This is an optimization exercise on Yosys and OpenROAD, whose aim is small area, not a production implementation.
The RTL was checked by simulation tests, not by an equivalence proof against the original design.
No activity file was given, so power comes from the tool's default toggle rates.

**flow/flow/run.sh**
```bash
#!/bin/bash
# Standard ORFS layout with three changes:
#  - after the standard synthesis, the combinational logic is mapped again by ABC with an
#    area-oriented script (flow/reopt.tcl, flow/reopt.abc); the sequential cells, their names
#    and cell types are left as the standard synthesis made them;
#  - the port buffers use the smallest buffer cell;
#  - clock tree synthesis uses larger sink clusters and no dummy loads.
# Each tool's output goes to a log file of its own in this folder (flow_*.log).
set -euo pipefail
HERE=$(pwd)
export BUFFER_PORTS_ARGS="-buffer_cell sky130_fd_sc_hd__buf_1"
export CTS_ARGS="-sink_clustering_enable -repair_clock_nets -dont_use_dummy_load -buf_list sky130_fd_sc_hd__clkbuf_16 -sink_clustering_size 25 -sink_clustering_max_diameter 80"

bash standard.sh synth > "$HERE/flow_1_synth.log" 2>&1

R="$HERE/orfs/results/$FLOW_PLATFORM/nmea_rmc_sentence_parser_top/base"
LIB="$FLOW_HOME/platforms/$FLOW_PLATFORM/lib/sky130_fd_sc_hd__tt_025C_1v80.lib"
cp "$R/1_2_yosys.v" "$R/1_2_yosys_std.v"
python3 "$HERE/flow/gen_models.py" "$LIB" > "$HERE/cell_models.v" 2> "$HERE/flow_2_models.log"
DONT_USE=$(sed -n '/^export DONT_USE_CELLS += /,/^#/p' "$FLOW_HOME/platforms/$FLOW_PLATFORM/config.mk" \
  | grep -o "sky130_fd_sc_hd__[a-z0-9_]*" | tr '\n' ' ')
YOSYS=$(command -v yosys || echo "$FLOW_HOME/../tools/install/yosys/bin/yosys")
REOPT_LIB="$LIB" REOPT_IN="$R/1_2_yosys_std.v" REOPT_OUT="$R/1_2_yosys_reopt.v" \
REOPT_TOP="$FLOW_TOP" REOPT_SCRIPT="$HERE/flow/reopt.abc" REOPT_MODELS="$HERE/cell_models.v" \
REOPT_DONT_USE="$DONT_USE" REOPT_CONSTR="$HERE/abc.constr" \
  "$YOSYS" -c "$HERE/flow/reopt.tcl" > "$HERE/flow_3_reopt.log" 2>&1
cp "$R/1_2_yosys_reopt.v" "$R/1_2_yosys.v"
rm -f "$R/1_synth.odb" "$R/1_synth.sdc"

bash standard.sh > "$HERE/flow_4_layout.log" 2>&1
```
**flow/flow/gen_models.py**
```python
# Writes Verilog models (one assign per output pin) of the combinational cells of a liberty file.
import re, sys
txt = open(sys.argv[1]).read()
cells = [(m.start(), m.group(1)) for m in re.finditer(r'\n\s*cell\s*\(\s*"?(\w+)"?\s*\)', txt)]
out = []
for i, (pos, name) in enumerate(cells):
    body = txt[pos:cells[i + 1][0] if i + 1 < len(cells) else len(txt)]
    if re.search(r'\n\s*(ff|latch|statetable)\s*\(', body):
        continue
    pins = []
    for m in re.finditer(r'\n\s*pin\s*\(\s*"?(\w+)"?\s*\)\s*\{', body):
        start = m.end()
        depth, j = 1, start
        while depth:
            if body[j] == '{': depth += 1
            elif body[j] == '}': depth -= 1
            j += 1
        pb = body[start:j]
        d = re.search(r'direction\s*:\s*"?(\w+)"?', pb)
        f = re.search(r'\n\s*function\s*:\s*"([^"]*)"', pb)
        pins.append((m.group(1), d.group(1) if d else '', f.group(1) if f else None))
    outs = [p for p in pins if p[1] == 'output']
    if not outs or any(f is None for _, _, f in outs):
        continue
    if any(re.search(r'VPWR|VGND|KAPWR', f) for _, _, f in outs):
        continue
    ins = [p[0] for p in pins if p[1] == 'input']
    ports = ins + [p[0] for p in outs]
    out.append(f'module {name} ({", ".join(ports)});')
    for p in ins:
        out.append(f'  input {p};')
    for p, _, f in outs:
        out.append(f'  output {p};')
        out.append(f'  assign {p} = {f.replace("!", "~")};')
    out.append('endmodule')
print('\n'.join(out))
```
**flow/flow/reopt.abc**
```
strash
ifraig
dc2
strash
dch -f
amap
strash
dch -f
amap
topo
buffer -c
dnsize -c
```
**flow/flow/reopt.tcl**
```tcl
# Re-map the combinational logic of the standard synthesis netlist for area. Sequential cells
# stay as they are, with their names and cell types; combinational cells are expanded from
# their liberty functions (REOPT_MODELS) and mapped again by ABC (REOPT_SCRIPT), with the same
# driving cell and load assumptions as the standard synthesis.
set lib $::env(REOPT_LIB)
yosys read_liberty -lib $lib
yosys read_verilog $::env(REOPT_IN)
yosys hierarchy -top $::env(REOPT_TOP)
yosys techmap -map $::env(REOPT_MODELS)
yosys techmap
yosys opt -fast -purge
yosys stat -liberty $lib
set du {}
foreach c $::env(REOPT_DONT_USE) { lappend du -dont_use $c }
set f [open $::env(REOPT_CONSTR) w]
puts $f "set_driving_cell sky130_fd_sc_hd__buf_1"
puts $f "set_load 5"
close $f
yosys abc -liberty $lib {*}$du -script $::env(REOPT_SCRIPT) -constr $::env(REOPT_CONSTR) -D 10000
yosys splitnets
yosys opt_clean -purge
yosys hilomap -singleton -hicell sky130_fd_sc_hd__conb_1 HI -locell sky130_fd_sc_hd__conb_1 LO
yosys insbuf -buf sky130_fd_sc_hd__buf_4 A X
yosys check -assert -mapped
yosys stat -liberty $lib
yosys write_verilog -noattr -nohex -nodec $::env(REOPT_OUT)
```
**flow/standard.sh**
```bash
#!/bin/bash
# synth_recipe.tcl (not shown) runs the flow's synth.tcl, then flattens the netlist and writes it again
# the make line also repeats each setting of config.mk as NAME=value (left out here)
make -C /OpenROAD-flow-scripts/flow DESIGN_CONFIG=/design/flow/config.mk WORK_HOME=/design/flow/orfs CLKGATE_MAP_FILE= SYNTH_SCRIPT=/design/flow/synth_recipe.tcl "${@:-finish}"
```
**flow/config.mk**
```make
export PLATFORM = sky130hd
export DESIGN_NAME = nmea_rmc_sentence_parser_top
export DESIGN_NICKNAME = nmea_rmc_sentence_parser_top
export VERILOG_FILES = /design/flow/design.v
export SDC_FILE = /design/flow/constraint.sdc
export NUM_CORES = 4
export LEC_CHECK = 0
export ABC_AREA = 1
export CAP_MARGIN = 20
export CORE_MARGIN = 2
export CORE_UTILIZATION = 40
export SLEW_MARGIN = 20
```
**flow/constraint.sdc**
```tcl
create_clock -name core_clock -period 10.0 [get_ports {clk}]
set_input_delay 2.0000 -clock core_clock [delete_from_list [all_inputs] [get_ports {clk}]]
set_output_delay 2.0000 -clock core_clock [all_outputs]
set_load 0.01 [all_outputs]
```
**flow/design.v**
```verilog
package nrmc_pkg;
  localparam logic [7:0] START_CHAR_RST = 8'd36;
  localparam logic [7:0] END_CHAR_RST   = 8'd42;
  localparam logic [7:0] BYTE_COMMA     = 8'd44;
  localparam logic [7:0] BYTE_DOT       = 8'd46;
  localparam int REC_W = 4 + 42 + 24 + 27 + 30;
endpackage
module nrmc_front (
  input  logic                       clk,
  input  logic                       rst_n,
  input  logic                       cfg_we,
  input  logic [1:0]                 cfg_index,
  input  logic [7:0]                 cfg_wdata,
  input  logic                       byte_vld_i,
  input  logic [7:0]                 byte_i,
  output logic                       rec_push_o,
  output logic [nrmc_pkg::REC_W-1:0] rec_we_o,
  output logic [nrmc_pkg::REC_W-1:0] rec_o
);
  logic [7:0] start_r, end_r;
  logic       port_en_r;
  always_ff @(posedge clk) begin
    if (!rst_n) begin
      start_r   <= nrmc_pkg::START_CHAR_RST;
      end_r     <= nrmc_pkg::END_CHAR_RST;
      port_en_r <= 1'b1;
    end else if (cfg_we) begin
      case (cfg_index)
        2'd0: start_r   <= cfg_wdata;
        2'd1: end_r     <= cfg_wdata;
        2'd2: port_en_r <= cfg_wdata[0];
        default: ;
      endcase
    end
  end
  logic        in_sent_r;
  logic [3:0]  pos_r;       
  logic [3:0]  comma_r;     
  logic [2:0]  cif_r;       
  logic [3:0]  prev_r;      
  logic [23:0] deg_r;       
  logic [20:0] w_r;         
  logic [1:0]  r_r;         
  logic        sat_r;       
  logic        seen_r;      
  logic [2:0]  fdc_r;       
  logic act, is_end, is_start, clr, upd, push;
  assign act      = byte_vld_i && port_en_r;
  assign is_end   = in_sent_r && (byte_i == end_r);
  assign is_start = !is_end && (byte_i == start_r);
  assign clr      = act && is_start;
  assign upd      = act && in_sent_r && !is_end && !is_start;
  assign push     = act && is_end;
  assign rec_push_o = push;
  logic [3:0] d;
  assign d = (byte_i >= 8'd48 && byte_i <= 8'd57) ? byte_i[3:0] : 4'd0;
  logic is_comma, is_dot;
  assign is_comma = (byte_i == nrmc_pkg::BYTE_COMMA);
  assign is_dot   = (byte_i == nrmc_pkg::BYTE_DOT);
  always_ff @(posedge clk) begin
    if (!rst_n) in_sent_r <= 1'b0;
    else if (act) begin
      if (is_end) in_sent_r <= 1'b0;
      else if (is_start) in_sent_r <= 1'b1;
    end
  end
  logic [3:0] pos_inc;
  assign pos_inc = (pos_r == 4'd15) ? pos_r : pos_r + 4'd1;
  always_ff @(posedge clk) begin
    if (clr) begin
      pos_r   <= '0;
      comma_r <= '0;
      cif_r   <= '0;
    end else if (upd) begin
      pos_r <= pos_inc;
      if (is_comma) begin
        if (comma_r != 4'd15) comma_r <= comma_r + 4'd1;
        cif_r <= '0;
      end else if (cif_r != 3'd7) begin
        cif_r <= cif_r + 3'd1;
      end
    end
  end
  always_ff @(posedge clk) begin
    if (upd) prev_r <= d;
  end
  logic       t_hit, dt_hit;
  logic [1:0] tk, dk;
  logic [6:0] pair, t_val, dt_val;
  assign t_hit  = (pos_inc >= 4'd7) && (pos_inc <= 4'd12);
  assign tk     = 2'((pos_inc - 4'd7) >> 1);
  assign dt_hit = !is_comma && (comma_r == 4'd9) && (cif_r < 3'd6);
  assign dk     = cif_r[2:1];
  assign pair   = 7'(prev_r * 4'd10) + 7'(d);
  assign t_val  = pos_inc[0] ? 7'(d) : pair;
  assign dt_val = cif_r[0] ? pair : 7'(d);
  logic        fld_lat, fld_lon, in_coord, deg_ph;
  assign fld_lat  = (comma_r == 4'd3);
  assign fld_lon  = (comma_r == 4'd5);
  assign in_coord = fld_lat || fld_lon;
  assign deg_ph   = fld_lon ? (cif_r < 3'd3) : (cif_r < 3'd2);
  logic [4:0]  u;
  logic [2:0]  uq;
  logic [1:0]  ur;
  assign u  = 5'(r_r) + 5'({d, 1'b0});
  assign uq = 3'(u / 5'd3);
  assign ur = 2'(u % 5'd3);
  logic c_close, c_deg, c_dot, c_min, sat;
  assign c_close = upd && in_coord && is_comma;
  assign c_deg   = upd && in_coord && !is_comma && deg_ph;
  assign c_dot   = upd && in_coord && !is_comma && !deg_ph && is_dot && !seen_r;
  assign c_min   = upd && in_coord && !is_comma && !deg_ph && !(is_dot && !seen_r) &&
                   (!seen_r || (fdc_r < 3'd4 && !sat_r));
  assign sat     = !seen_r && (sat_r || w_r >= 21'd166666);
  logic [2:0]  ph;          
  logic [23:0] kd;
  assign ph = c_deg ? 3'd0 : !seen_r ? 3'd1 : 3'd2 + {1'b0, fdc_r[1:0]};
  always_comb begin
    kd = '0;
    for (int i = 0; i < 10; i++) begin
      if (d == 4'(i)) begin
        case (ph)
          3'd0:    kd = 24'(i * 15625);
          3'd1:    kd = 24'(i * 16666);
          3'd2:    kd = 24'(i * 1666);
          3'd3:    kd = 24'(i * 166);
          3'd4:    kd = 24'(i * 16);
          default: kd = 24'(i);
        endcase
      end
    end
  end
  logic        mul10;
  logic [23:0] opa, opb, wide;
  logic [3:0]  opt;
  always_comb begin
    mul10 = 1'b0;
    opa   = deg_r;
    opb   = 24'(w_r[20:6]);
    opt   = 4'd0;
    if (c_deg) begin
      mul10 = 1'b1;
      opb   = kd;
    end else if (!is_comma) begin
      opa = 24'(w_r);
      opt = 4'(uq);
      opb = kd;
      if (!seen_r) begin
        mul10 = 1'b1;
        opt   = 4'(uq) + 4'(r_r * 2'd3);
      end
    end
    wide = 24'({opa[20:0] & {21{mul10}}, 3'b0}) + (mul10 ? 24'({opa[20:0], 1'b0}) : opa) + opb + 24'(opt);
  end
  always_ff @(posedge clk) begin
    if (clr || (upd && is_comma)) begin
      deg_r  <= '0;
      w_r    <= '0;
      r_r    <= '0;
      seen_r <= 1'b0;
      fdc_r  <= '0;
      sat_r  <= 1'b0;
    end else begin
      if (c_deg) deg_r <= wide;
      if (c_dot) seen_r <= 1'b1;
      if (c_min) begin
        if (sat) begin
          w_r   <= 21'd1666665;
          r_r   <= 2'd0;
          sat_r <= 1'b1;
        end else begin
          w_r <= wide[20:0];
          r_r <= ur;
        end
        if (seen_r) fdc_r <= fdc_r + 3'd1;
      end
    end
  end
  logic valid, zap;
  logic [29:0] coord;
  assign valid = (comma_r >= 4'd12);
  assign zap   = clr || (push && !valid);
  assign coord = {wide, w_r[5:0]};
  logic cap0;
  assign cap0 = upd && !is_comma && (cif_r == 3'd0);
  always_comb begin
    rec_we_o = '0;
    rec_o    = '0;
    rec_we_o[126:123] = {4{clr || (push && !valid) || (cap0 && comma_r == 4'd7)}};
    rec_o[126:123]    = clr ? 4'd0 : push ? 4'b1010 : d;
    for (int k = 0; k < 6; k++) begin
      rec_we_o[122 - 7*k -: 7] = {7{zap || (upd && (k < 3 ? (t_hit && tk == 2'(k))
                                                          : (dt_hit && dk == 2'(k - 3))))}};
      rec_o[122 - 7*k -: 7]    = zap ? 7'd0 : (k < 3 ? t_val : dt_val);
    end
    rec_we_o[80:73] = {8{zap || (cap0 && comma_r == 4'd2)}};
    rec_we_o[72:65] = {8{zap || (cap0 && comma_r == 4'd4)}};
    rec_we_o[64:57] = {8{zap || (cap0 && comma_r == 4'd6)}};
    rec_o[80:73]    = zap ? 8'd0 : byte_i;
    rec_o[72:65]    = zap ? 8'd0 : byte_i;
    rec_o[64:57]    = zap ? 8'd0 : byte_i;
    rec_we_o[56:30] = {27{zap || (c_close && fld_lat)}};
    rec_we_o[29:0]  = {30{zap || (c_close && fld_lon)}};
    rec_o[56:30]    = zap ? 27'd0 : coord[26:0];
    rec_o[29:0]     = zap ? 30'd0 : coord;
  end
endmodule
module nrmc_queue #(
  parameter int WIDTH = 8
) (
  input  logic             clk,
  input  logic             rst_n,
  input  logic             push_i,    
  input  logic [WIDTH-1:0] we_i,
  input  logic [WIDTH-1:0] data_i,
  output logic             full_o,
  input  logic             pop_i,
  output logic [WIDTH-1:0] data_o,
  output logic             empty_o
);
  logic [WIDTH-1:0] mem [0:3];
  logic [1:0]       wr_r, rd_r;
  logic [2:0]       cnt_r;
  logic             do_pop;
  assign full_o  = cnt_r[2];
  assign empty_o = (cnt_r == 3'd0);
  assign do_pop  = pop_i && !empty_o;
  assign data_o  = mem[rd_r];
  for (genvar e = 0; e < 4; e++) begin : g_e
    for (genvar b = 0; b < WIDTH; b++) begin : g_b
      always_ff @(posedge clk) begin
        if (we_i[b] && wr_r == 2'(e)) mem[e][b] <= data_i[b];
      end
    end
  end
  always_ff @(posedge clk) begin
    if (!rst_n) begin
      wr_r  <= '0;
      rd_r  <= '0;
      cnt_r <= '0;
    end else begin
      if (push_i) wr_r <= wr_r + 2'd1;
      if (do_pop) rd_r <= rd_r + 2'd1;
      cnt_r <= cnt_r + 3'(push_i) - 3'(do_pop);
    end
  end
endmodule
module nrmc_back (
  input  logic                       clk,
  input  logic                       rst_n,
  input  logic                       vld_i,
  input  logic [nrmc_pkg::REC_W-1:0] rec_i,
  output logic                       rdy_o,
  output logic                       out_empty,
  input  logic                       out_pop,
  output logic                       out_valid_res,
  output logic [6:0]                 out_utc_hour,
  output logic [6:0]                 out_utc_minute,
  output logic [6:0]                 out_utc_second,
  output logic [6:0]                 out_day_of_month,
  output logic [6:0]                 out_month_number,
  output logic [11:0]                out_full_year,
  output logic [7:0]                 out_fix_status,
  output logic [26:0]                out_latitude_micro_deg,
  output logic [29:0]                out_longitude_micro_deg,
  output logic [15:0]                out_hemispheres,
  output logic [3:0]                 out_speed_digit
);
  logic v1_r, v2_r, v3_r;
  logic rdy1, rdy2, rdy3;
  assign rdy3  = !v3_r || out_pop;
  assign rdy2  = !v2_r || rdy3;
  assign rdy1  = !v1_r || rdy2;
  assign rdy_o = rdy1;
  assign out_empty = !v3_r;
  always_ff @(posedge clk) begin
    if (!rst_n) begin
      v1_r <= 1'b0;
      v2_r <= 1'b0;
      v3_r <= 1'b0;
    end else begin
      if (rdy1) v1_r <= vld_i;
      if (rdy2) v2_r <= v1_r;
      if (rdy3) v3_r <= v2_r;
    end
  end
  logic [nrmc_pkg::REC_W-1:0] s1_r, s2_r, s3_r;
  always_ff @(posedge clk) begin
    if (rdy1) s1_r <= rec_i;
    if (rdy2) s2_r <= s1_r;
    if (rdy3) s3_r <= s2_r;
  end
  logic [3:0] spd;
  logic [6:0] yy;
  logic       valid;
  assign spd   = s3_r[126:123];
  assign valid = !(spd[3] && spd[1]);
  assign yy    = s3_r[87:81];
  assign out_valid_res           = valid;
  assign out_speed_digit         = {spd[3] && !spd[1], spd[2], spd[1] && !spd[3], spd[0]};
  assign out_utc_hour            = s3_r[122:116];
  assign out_utc_minute          = s3_r[115:109];
  assign out_utc_second          = s3_r[108:102];
  assign out_day_of_month        = s3_r[101:95];
  assign out_month_number        = s3_r[94:88];
  assign out_full_year           = valid ? {8'(7'd125 + {4'b0, yy[6:4]}), yy[3:0]} : 12'd0;
  assign out_fix_status          = s3_r[80:73];
  assign out_hemispheres         = s3_r[72:57];
  assign out_latitude_micro_deg  = s3_r[56:30];
  assign out_longitude_micro_deg = s3_r[29:0];
endmodule
module nmea_rmc_sentence_parser_top (
  input  logic        clk,
  input  logic        rst_n,
  input  logic        cfg_we,
  input  logic [1:0]  cfg_index,
  input  logic [7:0]  cfg_wdata,
  input  logic        in_push,
  output logic        in_full,
  input  logic [7:0]  in_rx_byte,
  output logic        out_empty,
  input  logic        out_pop,
  output logic        out_valid_res,
  output logic [6:0]  out_utc_hour,
  output logic [6:0]  out_utc_minute,
  output logic [6:0]  out_utc_second,
  output logic [6:0]  out_day_of_month,
  output logic [6:0]  out_month_number,
  output logic [11:0] out_full_year,
  output logic [7:0]  out_fix_status,
  output logic [26:0] out_latitude_micro_deg,
  output logic [29:0] out_longitude_micro_deg,
  output logic [15:0] out_hemispheres,
  output logic [3:0]  out_speed_digit
);
  logic                       rec_push, q_empty, back_rdy;
  logic [nrmc_pkg::REC_W-1:0] rec_we, rec_f, rec_b;
  nrmc_front u_front (
    .clk        (clk),
    .rst_n      (rst_n),
    .cfg_we     (cfg_we),
    .cfg_index  (cfg_index),
    .cfg_wdata  (cfg_wdata),
    .byte_vld_i (in_push && !in_full),
    .byte_i     (in_rx_byte),
    .rec_push_o (rec_push),
    .rec_we_o   (rec_we),
    .rec_o      (rec_f)
  );
  nrmc_queue #(
    .WIDTH (nrmc_pkg::REC_W)
  ) u_queue (
    .clk     (clk),
    .rst_n   (rst_n),
    .push_i  (rec_push),
    .we_i    (rec_we),
    .data_i  (rec_f),
    .full_o  (in_full),
    .pop_i   (back_rdy),
    .data_o  (rec_b),
    .empty_o (q_empty)
  );
  nrmc_back u_back (
    .clk                     (clk),
    .rst_n                   (rst_n),
    .vld_i                   (!q_empty),
    .rec_i                   (rec_b),
    .rdy_o                   (back_rdy),
    .out_empty               (out_empty),
    .out_pop                 (out_pop),
    .out_valid_res           (out_valid_res),
    .out_utc_hour            (out_utc_hour),
    .out_utc_minute          (out_utc_minute),
    .out_utc_second          (out_utc_second),
    .out_day_of_month        (out_day_of_month),
    .out_month_number        (out_month_number),
    .out_full_year           (out_full_year),
    .out_fix_status          (out_fix_status),
    .out_latitude_micro_deg  (out_latitude_micro_deg),
    .out_longitude_micro_deg (out_longitude_micro_deg),
    .out_hemispheres         (out_hemispheres),
    .out_speed_digit         (out_speed_digit)
  );
endmodule
```
==> load_flow_metrics.sql, run 1 <==
INSERT INTO impl_metrics (metric_group, metric, value, unit) VALUES
('run_status', 'run_status', 'no timing/DRC/antenna violations', ''),
('layout', 'areaGrowthSynthToFinish', '7.766', '%'),
('setup_path', 'worst_path_most_repeated_cell', 'nor2_1', ''),
('floorplanning', 'die_width', '310.1', 'um'),
('place', 'gpl.final_weighted_congestion', '0.9514', ''),
('setup_path', 'worst-path-max-fanout', '8', ''),
('grt', 'first_global_vias', '20740', ''),
('hold_path', 'worstHoldPathType', 'reg -> reg', ''),
('setup_path', 'crit_arrival', '9.26', 'ns'),
('grt', 'gr-usage-all-layers', '17.31', '%'),
('setup_path', 'worst-r2r-cell-count', '40', ''),
('routing', 'antenna_violating_nets_left', '0', ''),
('clock_network', 'maximum_number_of_buffers_from_clock_root_to_sink', '3', ''),
('setup_path', 'regToRegEndpoint', 'u_queue.mem[2][27]', ''),
('grt', 'gr-total-overflow', '0', ''),
('floorplanning', 'die_area', '96150', 'um2'),
('clock_network', 'hold_buffers', '0', ''),
('logic_synthesis', 'avgSynthCellArea', '13.88', 'um2'),
('layout', 'drive_above_1_share', '5.680', '%'),
('hold_path', 'min_to', 'u_back.s3_r[12]', ''),
('timing', 'finalCriticalPeriod', '8.956', 'ns'),
('hold_path', 'hp-start', 'u_back.s2_r[12]', ''),
('setup_path', 'type_of_destination_of_the_critical_path', 'register', ''),
('clock_network', 'cts-buffers-inserted', '49', ''),
('routing', 'first_pass_iters', '6', ''),
('timing', 'finalHoldViolations', '0', ''),
('floorplanning', 'core_region_area', '93050', 'um2'),
('timing', 'clock_skew', '0.05831', 'ns'),
('layout', 'multiInputGateArea', '7152', 'um2'),
('place', 'io_buffers', '157', ''),
('timing', 'max_slew.worst_pin.slew', '1.072', 'ns'),
('setup_path', 'required', '10.30', 'ns'),
('floorplanning', 'initial_core_util', '40.27', '%'),
('place', 'detailed_place_hpwl', '55730', 'um'),
('hold_path', 'whs_path_depth', '0', ''),
('routing', 'postRouteWirelength', '85090', 'um'),
('flow_run', 'maxCapViolations', '0', ''),
('logic_synthesis', 'postSynthCellCount', '2699', ''),
('floorplanning', 'chipHeight', '310.1', 'um'),
('setup_path', 'worst_setup_sp_type', 'input pin', ''),
('clock_network', 'path_clk_slew', '0.09', 'ns'),
('grt', 'grt_first_pass_wirelength', '127300', 'um'),
('layout', 'ff_latch_area', '28640', 'um2'),
('setup_path', 'timing.critical_path.slowest_stage_cell', 'o31a_1', ''),
('floorplanning', 'ioPinCount', '158', ''),
('routing', 'routed-via-count', '21820', ''),
('layout', 'layout.nets', '2789', ''),
('routing', 'vias_per_cell', '5.431', ''),
('place', 'placed_cells_incl_taps', '3963', ''),
('grt', 'grt_start_max_net_pins', '72', ''),
('timing', 'clock.fmax', '111.7', 'MHz'),
('clock_network', 'cts_root_buffer', 'clkbuf_16', ''),
('routing', 'drcViolationCount', '0', ''),
('timing', 'setup-violations-final', '0', ''),
('layout', 'n_fill_cell', '8290', ''),
('clock_network', 'cts_tree', 'yes', ''),
('clock_network', 'clkLatencyLatePin', '0.63', 'ns'),
('logic_synthesis', 'yosysWarningCount', '4', ''),
('setup_path', 'highest_cell_delay_on_the_worst_timing_path', '0.32', 'ns'),
('routing', 'drt_iter0_markers', '2508', ''),
('grt', 'grt_antenna_before_repair', '5', ''),
('clock_network', 'clock_tree.htree_level_count', '2', ''),
('floorplanning', 'fp-row-count', '112', ''),
('routing', 'route.detailed.wl_per_inst', '21.18', 'um'),
('timing', 'hold_slack', '0.3830', 'ns'),
('power_and_ir_drop', 'irDropWorstVdd', '0.1457', 'mV'),
('clock_network', 'clock_sinks', '984', ''),
('layout', 'n_antenna_cell', '0', ''),
('power_and_ir_drop', 'cellPowerDensity', '241.4', 'nW/um2'),
('setup_path', 'worst_r2r_startpoint', 'u_front.comma_r[2]', ''),
('timing', 'final_min_period_over_clock_period', '89.56', '%'),
('setup_path', 'setup.worst_path.class', 'in -> reg', ''),
('power_and_ir_drop', 'cellLeakagePower', '14.24', 'nW'),
('setup_path', 'reg2reg_setup_slack', '2.02', 'ns'),
('timing', 'drv_slew', '0', ''),
('logic_synthesis', 'mappedNetlistNets', '2722', ''),
('timing', 'slew-limit-headroom', '28.35', '%'),
('logic_synthesis', 'syn-cell-area', '37470', 'um2'),
('layout', 'layoutNonFillerInstCount', '4018', '');
## critical path: cells and delay by family
kind	cells	cell delay [ns]
buffers and inverters	6	0.73
AOI/OAI and AO/OA	21	3.44
and+or+nand+nor	24	3.11
## layout by cell type (no fill, tap or decap), types with 6 or more instances in the layout
master / instances
inv_1: 152
o21ai_1: 6
nor2_1: 338
o21a_1: 8
o22ai_1: 92
a211oi_1: 19
o21ai_0: 114
a221oi_1: 10
a21oi_1: 74
nor2_4: 7
clkbuf_16: 49
and2_1: 8
a31oi_1: 18
buf_1: 157
nor3_1: 42
a22oi_1: 19
buf_4: 64
nor2_2: 9
dfxtp_1: 91
nand2_1: 355
nand3_1: 12
a222oi_1: 128
nor2b_1: 10
nand4_1: 6
edfxtp_1: 893
## how the worst max path moves through the flow
stage / start / end / depth (start not counted)
2_1_floorplan: in_rx_byte[1] / u_queue.mem[0][26] / 48
4_1_cts: in_rx_byte[7] / u_queue.mem[3][56] / 52
6_report: in_rx_byte[7] / u_queue.mem[2][25] / 51
3_3_place_gp: in_rx_byte[3] / u_queue.mem[1][56] / 52
5_1_grt: in_rx_byte[1] / u_queue.mem[1][26] / 48
3_5_place_dp: in_rx_byte[7] / u_queue.mem[3][56] / 53
## final cells by class
type                            count  share of cell area [%]
Inverter                          156                   1.456
Timing Repair Buffer              229                   3.002
Tap cell                         1254                   3.885
Multi-Input combinational cell   1346                   17.71
Sequential cell                   984                   70.91
Clock buffer                       49                   3.036
## per-stage QoR
step	area (um2)	util (%)	worst slack (ns)	TNS, ns	total power [mW]
final	40390	43.40	1.044	0	9.749
after global routing	40390	43.40	-0.009483	-0.04691	10.24
after CTS	40280	43.29	0.7099	0	9.845
after detailed placement	39060	41.97	0.06125	0	7.829
after global placement	38970	41.88	0.1540	0	7.786
after floorplan	37470	-	0.6738	0	7.297
## registers in the layout, summed over array words and instances, names as in the netlist, 8 cells and up
name and count:
u_front.start_r 8, u_back.s1_r 127, u_front.w_r 21, u_back.s3_r 127, u_front.deg_r 24, u_queue.mem 508, u_back.s2_r 127, u_front.end_r 8
## metal layers
metal | vias up | global-route usage, % | part of all wire, %
met5 | - | 0 | 0.015
li1 | 10070 | - | -
met2 | 861 | 27.73 | 46
met3 | 99 | 2.350 | 7.3
met1 | 10790 | 25.32 | 45
met4 | 2 | 3.606 | 1.6
## what timing repair did
item / CTS / global route
resized for setup: 0 / 15
buffers inserted: 0 / 3
endpoints found under the setup margin: 0 / 60
## power by group
part	switching [mW]	internal (mW)	leakage (nW)	total, mW
Clock	1.17	0.874	0.604	2.04
Combinational	1.27	0.520	4.14	1.79
Sequential	0.287	5.63	9.50	5.92
Total	2.72	7.03	14.2	9.75
==> run 2, diff against run 1 <==
--- a/flow/flow/run.sh
+++ b/flow/flow/run.sh
@@ -9,7 +9,7 @@
 set -euo pipefail
 HERE=$(pwd)
 export BUFFER_PORTS_ARGS="-buffer_cell sky130_fd_sc_hd__buf_1"
-export CTS_ARGS="-sink_clustering_enable -repair_clock_nets -dont_use_dummy_load -buf_list sky130_fd_sc_hd__clkbuf_16 -sink_clustering_size 25 -sink_clustering_max_diameter 80"
+export CTS_ARGS="-sink_clustering_enable -repair_clock_nets -dont_use_dummy_load -buf_list sky130_fd_sc_hd__clkbuf_16 -sink_clustering_size 30 -sink_clustering_max_diameter 80"
 
 bash standard.sh synth > "$HERE/flow_1_synth.log" 2>&1
 
==> flow/flow/reopt.abc (replaced) <==
strash
ifraig
dc2
dc2
strash
dch -f
amap
strash
dch -f
amap
topo
buffer -c
dnsize -c
==> load_flow_metrics.sql, run 2 <==
INSERT INTO impl_metrics (metric_group, metric, value, unit) VALUES
('floorplanning', 'initial_core_util', '40.21', '%'),
('run_status', 'run_status', 'no timing/DRC/antenna violations', ''),
('routing', 'postRouteWirelength', '83100', 'um'),
('grt', 'grt_first_pass_wirelength', '125000', 'um'),
('place', 'detailed_place_hpwl', '54480', 'um'),
('grt', 'grt_antenna_before_repair', '1', ''),
('routing', 'route.detailed.wl_per_inst', '20.79', 'um'),
('setup_path', 'timing.critical_path.slowest_stage_cell', 'or2_2', ''),
('timing', 'finalHoldViolations', '0', ''),
('setup_path', 'critical_path.endpoint', 'u_queue.mem[0][28]', ''),
('setup_path', 'worst_setup_sp_type', 'input pin', ''),
('floorplanning', 'die_area', '95860', 'um2'),
('setup_path', 'regToRegEndpoint', 'u_queue.mem[0][28]', ''),
('clock_network', 'cts_tree', 'yes', ''),
('setup_path', 'crit_arrival', '9.34', 'ns'),
('setup_path', 'reg2reg_setup_slack', '2.26', 'ns'),
('layout', 'ff_latch_area', '28640', 'um2'),
('floorplanning', 'core_region_area', '92910', 'um2'),
('setup_path', 'type_of_destination_of_the_critical_path', 'register', ''),
('place', 'io_buffers', '157', ''),
('floorplanning', 'fp-row-count', '112', ''),
('setup_path', 'worst-path-max-fanout', '11', ''),
('clock_network', 'clock_sinks', '984', ''),
('routing', 'drcViolationCount', '0', ''),
('timing', 'drv_slew', '0', ''),
('layout', 'n_fill_cell', '8304', ''),
('layout', 'n_antenna_cell', '0', ''),
('layout', 'drive_above_1_share', '5.758', '%'),
('layout', 'final_core_utilization', '43.16', '%'),
('setup_path', 'worst_r2r_startpoint', 'u_front.comma_r[2]', ''),
('layout', 'areaGrowthSynthToFinish', '7.348', '%'),
('timing', 'clock.fmax', '111.0', 'MHz'),
('timing', 'max_slew.worst_pin.slew', '1.113', 'ns'),
('power_and_ir_drop', 'cellLeakagePower', '13.98', 'nW'),
('layout', 'largest_register_ff_count', '508', ''),
('power_and_ir_drop', 'post-layout-total-power', '9.457', 'mW'),
('clock_network', 'maximum_number_of_buffers_from_clock_root_to_sink', '3', ''),
('grt', 'grt_start_max_net_pins', '81', ''),
('logic_synthesis', 'avgSynthCellArea', '13.95', 'um2'),
('setup_path', 'required', '10.34', 'ns'),
('floorplanning', 'die_width', '309.6', 'um'),
('logic_synthesis', 'syn-cell-area', '37360', 'um2'),
('layout', 'multiInputGateArea', '7043', 'um2'),
('timing', 'finalCriticalPeriod', '9.009', 'ns'),
('clock_network', 'clock_tree.htree_level_count', '2', ''),
('layout', 'regMostFlops', 'u_queue.mem', ''),
('logic_synthesis', 'yosysWarningCount', '4', ''),
('routing', 'routed-via-count', '21460', ''),
('flow_run', 'maxCapViolations', '0', ''),
('setup_path', 'highest_cell_delay_on_the_worst_timing_path', '0.30', 'ns'),
('grt', 'gr-total-overflow', '0', ''),
('place', 'gpl.final_weighted_congestion', '0.9220', ''),
('setup_path', 'setup.worst_path.class', 'in -> reg', ''),
('floorplanning', 'chipHeight', '309.6', 'um'),
('routing', 'drt_iter0_markers', '2167', ''),
('power_and_ir_drop', 'cellPowerDensity', '235.8', 'nW/um2'),
('clock_network', 'cts-buffers-inserted', '44', ''),
('logic_synthesis', 'mappedNetlistNets', '2701', ''),
('setup_path', 'timing.critical_path.from', 'in_rx_byte[6]', ''),
('timing', 'final_min_period_over_clock_period', '90.09', '%'),
('hold_path', 'worstHoldPathType', 'reg -> reg', ''),
('timing', 'slew-limit-headroom', '25.62', '%'),
('layout', 'mostFrequentLayoutCells', '893 x edfxtp_1, 357 x nand2_1, 328 x nor2_1, 157 x buf_1, 137 x inv_1', ''),
('grt', 'first_global_vias', '20770', ''),
('setup_path', 'worst-r2r-cell-count', '46', ''),
('routing', 'first_pass_iters', '8', ''),
('setup_path', 'worst_path_most_repeated_cell', 'nand2_1', ''),
('logic_synthesis', 'postSynthCellCount', '2678', ''),
('layout', 'layout.nets', '2769', ''),
('clock_network', 'clkLatencyLatePin', '0.63', 'ns'),
('routing', 'vias_per_cell', '5.369', ''),
('clock_network', 'path_clk_slew', '0.11', 'ns'),
('clock_network', 'cts_root_buffer', 'clkbuf_16', ''),
('timing', 'setup-violations-final', '0', ''),
('timing', 'fin_tns_setup', '0', 'ns'),
('hold_path', 'hp-start', 'u_back.s2_r[26]', ''),
('grt', 'gr-usage-all-layers', '17.00', '%'),
('layout', 'layout.cells.most_common', 'edfxtp_1', ''),
('timing', 'clock_skew', '0.07874', 'ns'),
('floorplanning', 'ioPinCount', '158', ''),
('routing', 'antenna_violating_nets_left', '0', ''),
('power_and_ir_drop', 'irDropWorstVdd', '0.1512', 'mV');
[run 2: layout make-up]
type                    instances  share of cell area [%]
flip-flops and latches        984                   71.41
inverters                     144                   1.354
well taps                    1254                   3.912
clock buffers                  44                   2.746
multi-input cells            1335                   17.56
repair buffers                237                   3.017
[run 2: critical path: cells and delay by family]
family	cells	cell delay, ns
AND/OR/NAND/NOR	29	3.24
AO/OA/AOI/OAI	21	3.47
buffers and inverters	4	0.61
[run 2: routing by layer]
| layer | vias up | share of wire (%) | wire [um] | track usage [%] |
|---|---|---|---|---|
| li1 | 10010 | - | - | - |
| met1 | 10520 | 44 | 36600 | 24.21 |
| met2 | 819 | 46 | 38040 | 26.97 |
| met3 | 115 | 7.6 | 6312 | 2.801 |
| met4 | 0 | 2.6 | 2154 | 4.877 |
| met5 | - | 0 | 0 | 0 |
[run 2: worst min path at each step]
stage                           end  cells past startpoint
floorplan            u_back.s2_r[0]                      0
global placement    u_back.s3_r[66]                      0
detailed placement   u_back.s2_r[0]                      0
CTS                  u_back.s2_r[8]                      0
global route        u_back.s3_r[26]                      0
finish              u_back.s3_r[26]                      0
[run 2: what timing repair did]
item,CTS,global route
resized for setup,0,14
endpoints found under the setup margin,0,69
hold buffers,0,0
buffers inserted,0,4
[run 2: power breakdown]
| part | internal, mW | switching [mW] | total [mW] |
|---|---|---|---|
| logic | 0.492 | 1.20 | 1.69 |
| clock network | 0.790 | 1.14 | 1.93 |
| registers | 5.58 | 0.260 | 5.84 |
| total | 6.86 | 2.60 | 9.46 |
[run 2: per-stage QoR]
step	worst slack (ns)	area (um2)	hold WS, ns	instances
after global routing	-0.1438	40100	0.3994	3998
after detailed placement	0.02737	38950	0.4045	3950
after CTS	0.6129	40050	0.3886	3994
after floorplan	0.8229	37360	0.4003	2678
after global placement	0.3854	38920	0.4048	3949
final	0.9909	40100	0.3856	3998

afterwards: timing with drivers on the ports:
In the flow no input, the clock included, has a driving cell. The finished layouts below were timed again as built, in two steps.
Step 1 assumes that a clkbuf_16 drives the clock port and a buf_2 every other input.
Step 2 times the ports against the registers' clock, not the clock port: input delays grow and output delays shrink by t, the midpoint of the rising clock arrivals with the driver on.
Slacks: ideal ports / drivers / drivers and shift; pairs: ideal ports / drivers.
run	shift t [ns]	setup slack, ns	clock arrival spread, ns	cell pins on the clock port's net
run 1	0.664	1.044 / 1.085 / 0.420	0.058 / 0.059	1
run 2	0.656	0.991 / 0.998 / 0.341	0.078 / 0.079	1
After both steps every run listed still meets setup and hold. For run 2, which loses most, drivers alone change the setup slack by +0.007 ns; drivers and shift together by -0.650 ns.
